This is an optimization exercise on Yosys and OpenROAD, whose aim is small area, not a production implementation. RTL that was checked went through simulation tests only; none was proved equivalent to the original.

==> inputs of trial 9 <==
==> flow/design.v (excerpt) <==
module spram_top (
    input  logic                  clka,
    input  logic                  rsta,
    input  logic                  ena,
    input  spram_pkg::addr_t      addra,
    input  spram_pkg::data_t      dina,
    input  spram_pkg::lane_mask_t wea,
    input  logic                  regcea,
    output spram_pkg::data_t      douta
);
==> module spram_rd_pair, before the edit <==
module spram_rd_pair (
    input  logic q0_n,
    input  logic sel0_n,
    input  logic q1_n,
    input  logic sel1_n,
    output logic hit
);
    assign hit = !((q0_n || sel0_n) && (q1_n || sel1_n));
endmodule
==> module spram_array, before the edit <==
module spram_array (
    input  logic [spram_pkg::mem_depth*spram_pkg::data_width-1:0] mem_n,    
    input  logic [7:0]                                            rd_hi,
    input  logic [7:0]                                            rd_lo,
    output logic [2*spram_pkg::data_width-1:0]                    rd_half   
);
    localparam int DW = spram_pkg::data_width;
    logic [spram_pkg::mem_depth-1:0] sel_n;
    for (genvar w = 0; w < spram_pkg::mem_depth; w++) begin : g_sel
        spram_rd_sel u_sel (
            .hi    (rd_hi[w/8]),
            .lo    (rd_lo[w%8]),
            .sel_n (sel_n[w])
        );
    end
    for (genvar b = 0; b < DW; b++) begin : g_bit
        logic [31:0] hit;
        logic [7:0]  miss;
        for (genvar k = 0; k < 32; k++) begin : g_pair
            spram_rd_pair u_pair (
                .q0_n   (mem_n[(2*k)*DW+b]),
                .sel0_n (sel_n[2*k]),
                .q1_n   (mem_n[(2*k+1)*DW+b]),
                .sel1_n (sel_n[2*k+1]),
                .hit    (hit[k])
            );
        end
        for (genvar g = 0; g < 8; g++) begin : g_nor
            spram_rd_nor4 u_nor (
                .hit  (hit[4*g +: 4]),
                .miss (miss[g])
            );
        end
        for (genvar h = 0; h < 2; h++) begin : g_nand
            spram_rd_nand4 u_nand (
                .miss (miss[4*h +: 4]),
                .hit  (rd_half[h*DW+b])
            );
        end
    end
endmodule
==> module spram_out_pipe, before the edit <==
module spram_out_pipe (
    input  logic hit0,
    input  logic hit1,
    input  logic load,
    input  logic hold,
    input  logic q,
    output logic d
);
    assign d = (load && (hit0 || hit1)) || (hold && q);
endmodule
==> module spram_top, before the edit <==
module spram_top (
    input  logic                  clka,
    input  logic                  rsta,
    input  logic                  ena,
    input  spram_pkg::addr_t      addra,
    input  spram_pkg::data_t      dina,
    input  spram_pkg::lane_mask_t wea,
    input  logic                  regcea,
    output spram_pkg::data_t      douta
);
    localparam int DW = spram_pkg::data_width;
    localparam int BW = spram_pkg::byte_width;
    localparam int NL = spram_pkg::num_lanes;
    localparam int ND = spram_pkg::mem_depth;
    logic [DW-1:0] mem_n [0:ND-1];
    logic [7:0] req_lo;
    logic [7:0] req_hi;
    logic       rd_valid;      
    logic [DW-1:0]         wb_data_n;
    spram_pkg::lane_mask_t wb_lanes;
    logic [7:0] dec_lo;
    logic [7:0] dec_hi;
    always_comb begin
        for (int i = 0; i < 8; i++) begin
            dec_lo[i] = (addra[2:0] == 3'(i));
            dec_hi[i] = (addra[5:3] == 3'(i));
        end
    end
    always_ff @(posedge clka or posedge rsta) begin
        if (rsta) begin
            rd_valid <= 1'b0;
        end else if (ena) begin
            rd_valid <= 1'b1;
        end
    end
    always_ff @(posedge clka) begin
        if (ena) begin
            req_lo    <= dec_lo;
            req_hi    <= dec_hi;
            wb_data_n <= ~dina;
            wb_lanes  <= wea;
        end
    end
    logic [ND*NL-1:0] lane_we;
    spram_port_ctrl spram_port_ctrl_inst (
        .ena      (ena),
        .wb_lanes (wb_lanes),
        .wb_hi    (req_hi),
        .wb_lo_n  (~req_lo),
        .lane_we  (lane_we)
    );
    always_ff @(posedge clka) begin
        for (int w = 0; w < ND; w++) begin
            for (int i = 0; i < NL; i++) begin
                if (lane_we[w*NL+i]) begin
                    mem_n[w][i*BW +: BW] <= wb_data_n[i*BW +: BW];
                end
            end
        end
    end
    logic [ND*DW-1:0] mem_flat;
    logic [2*DW-1:0]  rd_half;
    always_comb begin
        for (int w = 0; w < ND; w++) begin
            mem_flat[w*DW +: DW] = mem_n[w];
        end
    end
    spram_array spram_array_inst (
        .mem_n   (mem_flat),
        .rd_hi   (req_hi),
        .rd_lo   (req_lo),
        .rd_half (rd_half)
    );
    logic [DW-1:0] dout_next;
    for (genvar b = 0; b < DW; b++) begin : g_out
        spram_out_pipe u_out (
            .hit0   (rd_half[b]),
            .hit1   (rd_half[DW+b]),
            .load   (regcea && rd_valid),
            .hold   (!regcea),
            .q      (douta[b]),
            .d      (dout_next[b])
        );
    end
    always_ff @(posedge clka or posedge rsta) begin
        if (rsta) begin
            douta <= spram_pkg::read_reset_value;
        end else begin
            douta <= dout_next;
        end
    end
endmodule
clock: 3.2 ns
lec_check: 0
cap_margin: 20
core_margin: 2
core_utilization: 40
cts_buf_list: sky130_fd_sc_hd__clkbuf_8
cts_cluster_diameter: 60
cts_cluster_size: 18
setup_slack_margin: 0.3
slew_margin: 20
synth_hierarchical: 1
standard.sh (not shown) runs the stock make flow with config.mk's settings and CLKGATE_MAP_FILE= SYNTH_SCRIPT=/design/flow/synth_recipe.tcl, a recipe that flattens the netlist after the stock synthesis.
==> flow/flow/run.sh <==
#!/bin/bash
# Own layout flow: the standard flow, with the combinational gates of
# the synthesis netlist sized by fanout before floorplan and the output
# ports buffered with the smallest buffer after global placement.
set -euo pipefail
W=$(pwd)
bash standard.sh synth > "$W/flow_synth.log" 2>&1
bash standard.sh finish PRE_FLOORPLAN_TCL="$W/flow/downsize.tcl" \
  POST_GLOBAL_PLACE_TCL="$W/flow/outbuf.tcl" > "$W/flow_finish.log" 2>&1
==> flow/flow/downsize.tcl <==
# Sourced by ORFS at the start of floorplan (PRE_FLOORPLAN_TCL): size every
# combinational gate by the fanout of its output, smallest drive for a
# fanout up to 5, drive 2 up to 16, drive 4 above. The flow's own repair
# later sizes up what timing needs.
set db [ord::get_db]
set block [ord::get_db_block]
set n 0
foreach inst [$block getInsts] {
  set name [[$inst getMaster] getName]
  if {![regexp {^(sky130_fd_sc_hd__(nor|nand|and|or|o|a)[0-9a-z]*)_([0-9]+)$} $name -> base kind drive]} {
    continue
  }
  set fanout 0
  foreach it [$inst getITerms] {
    if {[$it isOutputSignal]} {
      set net [$it getNet]
      if {$net ne "NULL"} {
        set fanout [expr {[llength [$net getITerms]] - 1 + [llength [$net getBTerms]]}]
      }
    }
  }
  set want 1
  if {$fanout > 16} {
    set want 4
  } elseif {$fanout > 5} {
    set want 2
  }
  set m "NULL"
  for {set d $want} {$d >= 1 && $m eq "NULL"} {incr d -1} {
    set m [$db findMaster ${base}_$d]
  }
  if {$m ne "NULL" && [$m getName] ne $name} {
    $inst swapMaster $m
    incr n
  }
}
puts "downsize: $n gates resized by fanout"
==> flow/flow/outbuf.tcl <==
# Sourced by ORFS at the end of global placement (POST_GLOBAL_PLACE_TCL):
# the buffer that drives each output port becomes the smallest buffer.
# Input ports keep the delay buffer that the standard flow gives them.
set db [ord::get_db]
set block [ord::get_db_block]
set small [$db findMaster sky130_fd_sc_hd__buf_1]
set n 0
foreach bt [$block getBTerms] {
  if {[$bt getIoType] ne "OUTPUT"} { continue }
  set net [$bt getNet]
  if {$net eq "NULL"} { continue }
  foreach it [$net getITerms] {
    if {![$it isOutputSignal]} { continue }
    set inst [$it getInst]
    if {[[$inst getMaster] getName] eq "sky130_fd_sc_hd__clkdlybuf4s50_1"} {
      $inst swapMaster $small
      incr n
    }
  }
}
puts "outbuf: $n output port buffers set to buf_1"
==> inputs of trial 94, as changes to trial 9 <==
--- a/flow/design.v
+++ b/flow/design.v
@@ -69,5 +69,5 @@
 module spram_rd_pair (
-    input  logic q0_n,
+    input  logic q0,
     input  logic sel0_n,
-    input  logic q1_n,
+    input  logic q1,
     input  logic sel1_n,
@@ -75,3 +75,3 @@
 );
-    assign hit = !((q0_n || sel0_n) && (q1_n || sel1_n));
+    assign hit = !((q0 || sel0_n) && (q1 || sel1_n));
 endmodule
@@ -90,3 +90,3 @@
 module spram_array (
-    input  logic [spram_pkg::mem_depth*spram_pkg::data_width-1:0] mem_n,    
+    input  logic [spram_pkg::mem_depth*spram_pkg::data_width-1:0] mem,    
     input  logic [7:0]                                            rd_hi,
@@ -96,9 +96,11 @@
     localparam int DW = spram_pkg::data_width;
-    logic [spram_pkg::mem_depth-1:0] sel_n;
-    for (genvar w = 0; w < spram_pkg::mem_depth; w++) begin : g_sel
-        spram_rd_sel u_sel (
-            .hi    (rd_hi[w/8]),
-            .lo    (rd_lo[w%8]),
-            .sel_n (sel_n[w])
-        );
+    logic [spram_pkg::mem_depth-1:0] sel_n [0:1];
+    for (genvar c = 0; c < 2; c++) begin : g_copy
+        for (genvar w = 0; w < spram_pkg::mem_depth; w++) begin : g_sel
+            spram_rd_sel u_sel (
+                .hi    (rd_hi[w/8]),
+                .lo    (rd_lo[w%8]),
+                .sel_n (sel_n[c][w])
+            );
+        end
     end
@@ -109,6 +111,6 @@
             spram_rd_pair u_pair (
-                .q0_n   (mem_n[(2*k)*DW+b]),
-                .sel0_n (sel_n[2*k]),
-                .q1_n   (mem_n[(2*k+1)*DW+b]),
-                .sel1_n (sel_n[2*k+1]),
+                .q0     (mem[(2*k)*DW+b]),
+                .sel0_n (sel_n[b/(DW/2)][2*k]),
+                .q1     (mem[(2*k+1)*DW+b]),
+                .sel1_n (sel_n[b/(DW/2)][2*k+1]),
                 .hit    (hit[k])
@@ -139,3 +141,3 @@
 );
-    assign d = (load && (hit0 || hit1)) || (hold && q);
+    assign d = (load && !(hit0 || hit1)) || (hold && q);
 endmodule
@@ -156,3 +158,3 @@
     localparam int ND = spram_pkg::mem_depth;
-    logic [DW-1:0] mem_n [0:ND-1];
+    logic [DW-1:0] mem [0:ND-1];
     logic [7:0] req_lo;
@@ -160,3 +162,3 @@
     logic       rd_valid;      
-    logic [DW-1:0]         wb_data_n;
+    logic [DW-1:0]         wb_data;
     spram_pkg::lane_mask_t wb_lanes;
@@ -181,3 +183,3 @@
             req_hi    <= dec_hi;
-            wb_data_n <= ~dina;
+            wb_data <= dina;
             wb_lanes  <= wea;
@@ -197,3 +199,3 @@
                 if (lane_we[w*NL+i]) begin
-                    mem_n[w][i*BW +: BW] <= wb_data_n[i*BW +: BW];
+                    mem[w][i*BW +: BW] <= wb_data[i*BW +: BW];
                 end
@@ -206,3 +208,3 @@
         for (int w = 0; w < ND; w++) begin
-            mem_flat[w*DW +: DW] = mem_n[w];
+            mem_flat[w*DW +: DW] = mem[w];
         end
@@ -210,3 +212,3 @@
     spram_array spram_array_inst (
-        .mem_n   (mem_flat),
+        .mem     (mem_flat),
         .rd_hi   (req_hi),
==> flow/flow/run.sh (replaced) <==
#!/bin/bash
# Own layout flow: the standard flow, with the combinational gates of
# the synthesis netlist sized by fanout before floorplan, the output ports
# buffered with the smallest buffer after global placement, and a clock
# tree without dummy loads.
set -euo pipefail
W=$(pwd)
CTS="-sink_clustering_enable -repair_clock_nets -sink_clustering_size 18"
CTS="$CTS -sink_clustering_max_diameter 60 -buf_list sky130_fd_sc_hd__clkbuf_8 -dont_use_dummy_load"
bash standard.sh synth > "$W/flow_synth.log" 2>&1
bash standard.sh finish PRE_FLOORPLAN_TCL="$W/flow/downsize.tcl" \
  POST_GLOBAL_PLACE_TCL="$W/flow/outbuf.tcl" CTS_ARGS="$CTS" > "$W/flow_finish.log" 2>&1
Settings changed: CORE_UTILIZATION 40 to 60, PLACE_DENSITY set to 0.72.
==> inputs of trial 72, as changes to trial 9 <==
--- a/flow/design.v
+++ b/flow/design.v
@@ -69,5 +69,5 @@
 module spram_rd_pair (
-    input  logic q0_n,
+    input  logic q0,
     input  logic sel0_n,
-    input  logic q1_n,
+    input  logic q1,
     input  logic sel1_n,
@@ -75,3 +75,3 @@
 );
-    assign hit = !((q0_n || sel0_n) && (q1_n || sel1_n));
+    assign hit = !((q0 || sel0_n) && (q1 || sel1_n));
 endmodule
@@ -90,3 +90,3 @@
 module spram_array (
-    input  logic [spram_pkg::mem_depth*spram_pkg::data_width-1:0] mem_n,    
+    input  logic [spram_pkg::mem_depth*spram_pkg::data_width-1:0] mem,    
     input  logic [7:0]                                            rd_hi,
@@ -96,9 +96,11 @@
     localparam int DW = spram_pkg::data_width;
-    logic [spram_pkg::mem_depth-1:0] sel_n;
-    for (genvar w = 0; w < spram_pkg::mem_depth; w++) begin : g_sel
-        spram_rd_sel u_sel (
-            .hi    (rd_hi[w/8]),
-            .lo    (rd_lo[w%8]),
-            .sel_n (sel_n[w])
-        );
+    logic [spram_pkg::mem_depth-1:0] sel_n [0:1];
+    for (genvar c = 0; c < 2; c++) begin : g_copy
+        for (genvar w = 0; w < spram_pkg::mem_depth; w++) begin : g_sel
+            spram_rd_sel u_sel (
+                .hi    (rd_hi[w/8]),
+                .lo    (rd_lo[w%8]),
+                .sel_n (sel_n[c][w])
+            );
+        end
     end
@@ -109,6 +111,6 @@
             spram_rd_pair u_pair (
-                .q0_n   (mem_n[(2*k)*DW+b]),
-                .sel0_n (sel_n[2*k]),
-                .q1_n   (mem_n[(2*k+1)*DW+b]),
-                .sel1_n (sel_n[2*k+1]),
+                .q0     (mem[(2*k)*DW+b]),
+                .sel0_n (sel_n[b/(DW/2)][2*k]),
+                .q1     (mem[(2*k+1)*DW+b]),
+                .sel1_n (sel_n[b/(DW/2)][2*k+1]),
                 .hit    (hit[k])
@@ -139,3 +141,3 @@
 );
-    assign d = (load && (hit0 || hit1)) || (hold && q);
+    assign d = (load && !(hit0 || hit1)) || (hold && q);
 endmodule
@@ -156,3 +158,3 @@
     localparam int ND = spram_pkg::mem_depth;
-    logic [DW-1:0] mem_n [0:ND-1];
+    logic [DW-1:0] mem [0:ND-1];
     logic [7:0] req_lo;
@@ -160,3 +162,3 @@
     logic       rd_valid;      
-    logic [DW-1:0]         wb_data_n;
+    logic [DW-1:0]         wb_data;
     spram_pkg::lane_mask_t wb_lanes;
@@ -181,3 +183,3 @@
             req_hi    <= dec_hi;
-            wb_data_n <= ~dina;
+            wb_data <= dina;
             wb_lanes  <= wea;
@@ -197,3 +199,3 @@
                 if (lane_we[w*NL+i]) begin
-                    mem_n[w][i*BW +: BW] <= wb_data_n[i*BW +: BW];
+                    mem[w][i*BW +: BW] <= wb_data[i*BW +: BW];
                 end
@@ -206,3 +208,3 @@
         for (int w = 0; w < ND; w++) begin
-            mem_flat[w*DW +: DW] = mem_n[w];
+            mem_flat[w*DW +: DW] = mem[w];
         end
@@ -210,3 +212,3 @@
     spram_array spram_array_inst (
-        .mem_n   (mem_flat),
+        .mem     (mem_flat),
         .rd_hi   (req_hi),
Settings changed: CORE_UTILIZATION 40 to 60, GPL_TIMING_DRIVEN set to 0, PLACE_DENSITY set to 0.72.
==> inputs of build 85, as changes to trial 9 <==
--- a/flow/design.v
+++ b/flow/design.v
@@ -69,5 +69,5 @@
 module spram_rd_pair (
-    input  logic q0_n,
+    input  logic q0,
     input  logic sel0_n,
-    input  logic q1_n,
+    input  logic q1,
     input  logic sel1_n,
@@ -75,3 +75,3 @@
 );
-    assign hit = !((q0_n || sel0_n) && (q1_n || sel1_n));
+    assign hit = !((q0 || sel0_n) && (q1 || sel1_n));
 endmodule
@@ -90,3 +90,3 @@
 module spram_array (
-    input  logic [spram_pkg::mem_depth*spram_pkg::data_width-1:0] mem_n,    
+    input  logic [spram_pkg::mem_depth*spram_pkg::data_width-1:0] mem,    
     input  logic [7:0]                                            rd_hi,
@@ -96,9 +96,11 @@
     localparam int DW = spram_pkg::data_width;
-    logic [spram_pkg::mem_depth-1:0] sel_n;
-    for (genvar w = 0; w < spram_pkg::mem_depth; w++) begin : g_sel
-        spram_rd_sel u_sel (
-            .hi    (rd_hi[w/8]),
-            .lo    (rd_lo[w%8]),
-            .sel_n (sel_n[w])
-        );
+    logic [spram_pkg::mem_depth-1:0] sel_n [0:1];
+    for (genvar c = 0; c < 2; c++) begin : g_copy
+        for (genvar w = 0; w < spram_pkg::mem_depth; w++) begin : g_sel
+            spram_rd_sel u_sel (
+                .hi    (rd_hi[w/8]),
+                .lo    (rd_lo[w%8]),
+                .sel_n (sel_n[c][w])
+            );
+        end
     end
@@ -109,6 +111,6 @@
             spram_rd_pair u_pair (
-                .q0_n   (mem_n[(2*k)*DW+b]),
-                .sel0_n (sel_n[2*k]),
-                .q1_n   (mem_n[(2*k+1)*DW+b]),
-                .sel1_n (sel_n[2*k+1]),
+                .q0     (mem[(2*k)*DW+b]),
+                .sel0_n (sel_n[b/(DW/2)][2*k]),
+                .q1     (mem[(2*k+1)*DW+b]),
+                .sel1_n (sel_n[b/(DW/2)][2*k+1]),
                 .hit    (hit[k])
@@ -139,3 +141,3 @@
 );
-    assign d = (load && (hit0 || hit1)) || (hold && q);
+    assign d = (load && !(hit0 || hit1)) || (hold && q);
 endmodule
@@ -156,3 +158,3 @@
     localparam int ND = spram_pkg::mem_depth;
-    logic [DW-1:0] mem_n [0:ND-1];
+    logic [DW-1:0] mem [0:ND-1];
     logic [7:0] req_lo;
@@ -160,3 +162,3 @@
     logic       rd_valid;      
-    logic [DW-1:0]         wb_data_n;
+    logic [DW-1:0]         wb_data;
     spram_pkg::lane_mask_t wb_lanes;
@@ -181,3 +183,3 @@
             req_hi    <= dec_hi;
-            wb_data_n <= ~dina;
+            wb_data <= dina;
             wb_lanes  <= wea;
@@ -197,3 +199,3 @@
                 if (lane_we[w*NL+i]) begin
-                    mem_n[w][i*BW +: BW] <= wb_data_n[i*BW +: BW];
+                    mem[w][i*BW +: BW] <= wb_data[i*BW +: BW];
                 end
@@ -206,3 +208,3 @@
         for (int w = 0; w < ND; w++) begin
-            mem_flat[w*DW +: DW] = mem_n[w];
+            mem_flat[w*DW +: DW] = mem[w];
         end
@@ -210,3 +212,3 @@
     spram_array spram_array_inst (
-        .mem_n   (mem_flat),
+        .mem     (mem_flat),
         .rd_hi   (req_hi),
Settings changed: CORE_UTILIZATION 40 to 60, PLACE_DENSITY set to 0.72.
==> results.txt <==
| metric | trial 9 | trial 94 | build 85 | trial 72 |
|---|---|---|---|---|
| Number of synthesis warnings | 8 | 10 | 10 | 10 |
| Clock Buffer Count | 150 | 142 | 156 | 146 |
| Non-clock buffer contribution to total cell area | 3.60% | 2.68% | 2.66% | 3.52% |
| Startpoint of the worst-slack reg-to-reg timing path | req_lo[3]$_DFFE_PP_ | req_lo[5]$_DFFE_PP_ | req_lo[5]$_DFFE_PP_ | req_lo[2]$_DFFE_PP_ |
| Quantity of gates resized following cts | 9 | 1 | 1 | 78 |
| RSZ-0062 raised after global routing | true | false | false | true |
| Net count reported at finish | 4545 | 4452 | 4452 | 4397 |
| Routed via count | 43100 | 43000 | 43100 | 42300 |
| Detailed-routing iteration count for the pre-antenna-repair pass | 17 | 5 | 5 | 5 |
| Largest voltage drop on the vdd net | 337 µV | 546 µV | 545 µV | 380 µV |
| Maximum fanout along the worst path | 25 | 16 | 16 | 16 |
| HP Start | ena | dina[17] | - | - |
| Placed inst area | 0.0815 mm² | 0.0798 mm² | 0.0798 mm² | 0.0805 mm² |
| Sum of buffers and inverters on the critical path | 2 | 1 | 1 | 2 |
| Outcome | no timing/DRC/antenna violations | no timing/DRC/antenna violations | no timing/DRC/antenna violations | no timing/DRC/antenna violations |
| Skew-Pair Late Insertion Delay | 960 ps | 930 ps | 920 ps | 910 ps |
The RTL of trial 9 was laid out without a check of its function.

## static timing again, ports no longer ideal
In the flow no input, the clock included, has a driving cell. The finished layouts below were timed again as built, in two steps. Step 1, drivers: a clkbuf_16 drives clka and a buf_2 each remaining input, both assumed. Step 2 times the ports against the registers' clock, not the clock port: input delays grow and output delays shrink by t, the midpoint of the rising clock arrivals with the driver on. Three values: no drivers, after step 1, after step 2; two values: the first two.
run	t (ns)	setup WS [ns]	worst hold slack (ns)	worst setup path at the end
trial 9	1.018	0.228 / 0.228 / 0.228	0.164 / 0.120 / 0.485	register to register
trial 94	0.949	0.472 / 0.472 / 0.472	0.257 / 0.214 / 0.488	register to register
trial 72	0.970	0.253 / 0.253 / 0.253	0.177 / 0.123 / 0.470	register to register
build 85	0.968	0.485 / 0.485 / 0.485	0.268 / 0.216 / 0.486	register to register
After both steps setup and hold are still met in every run listed.
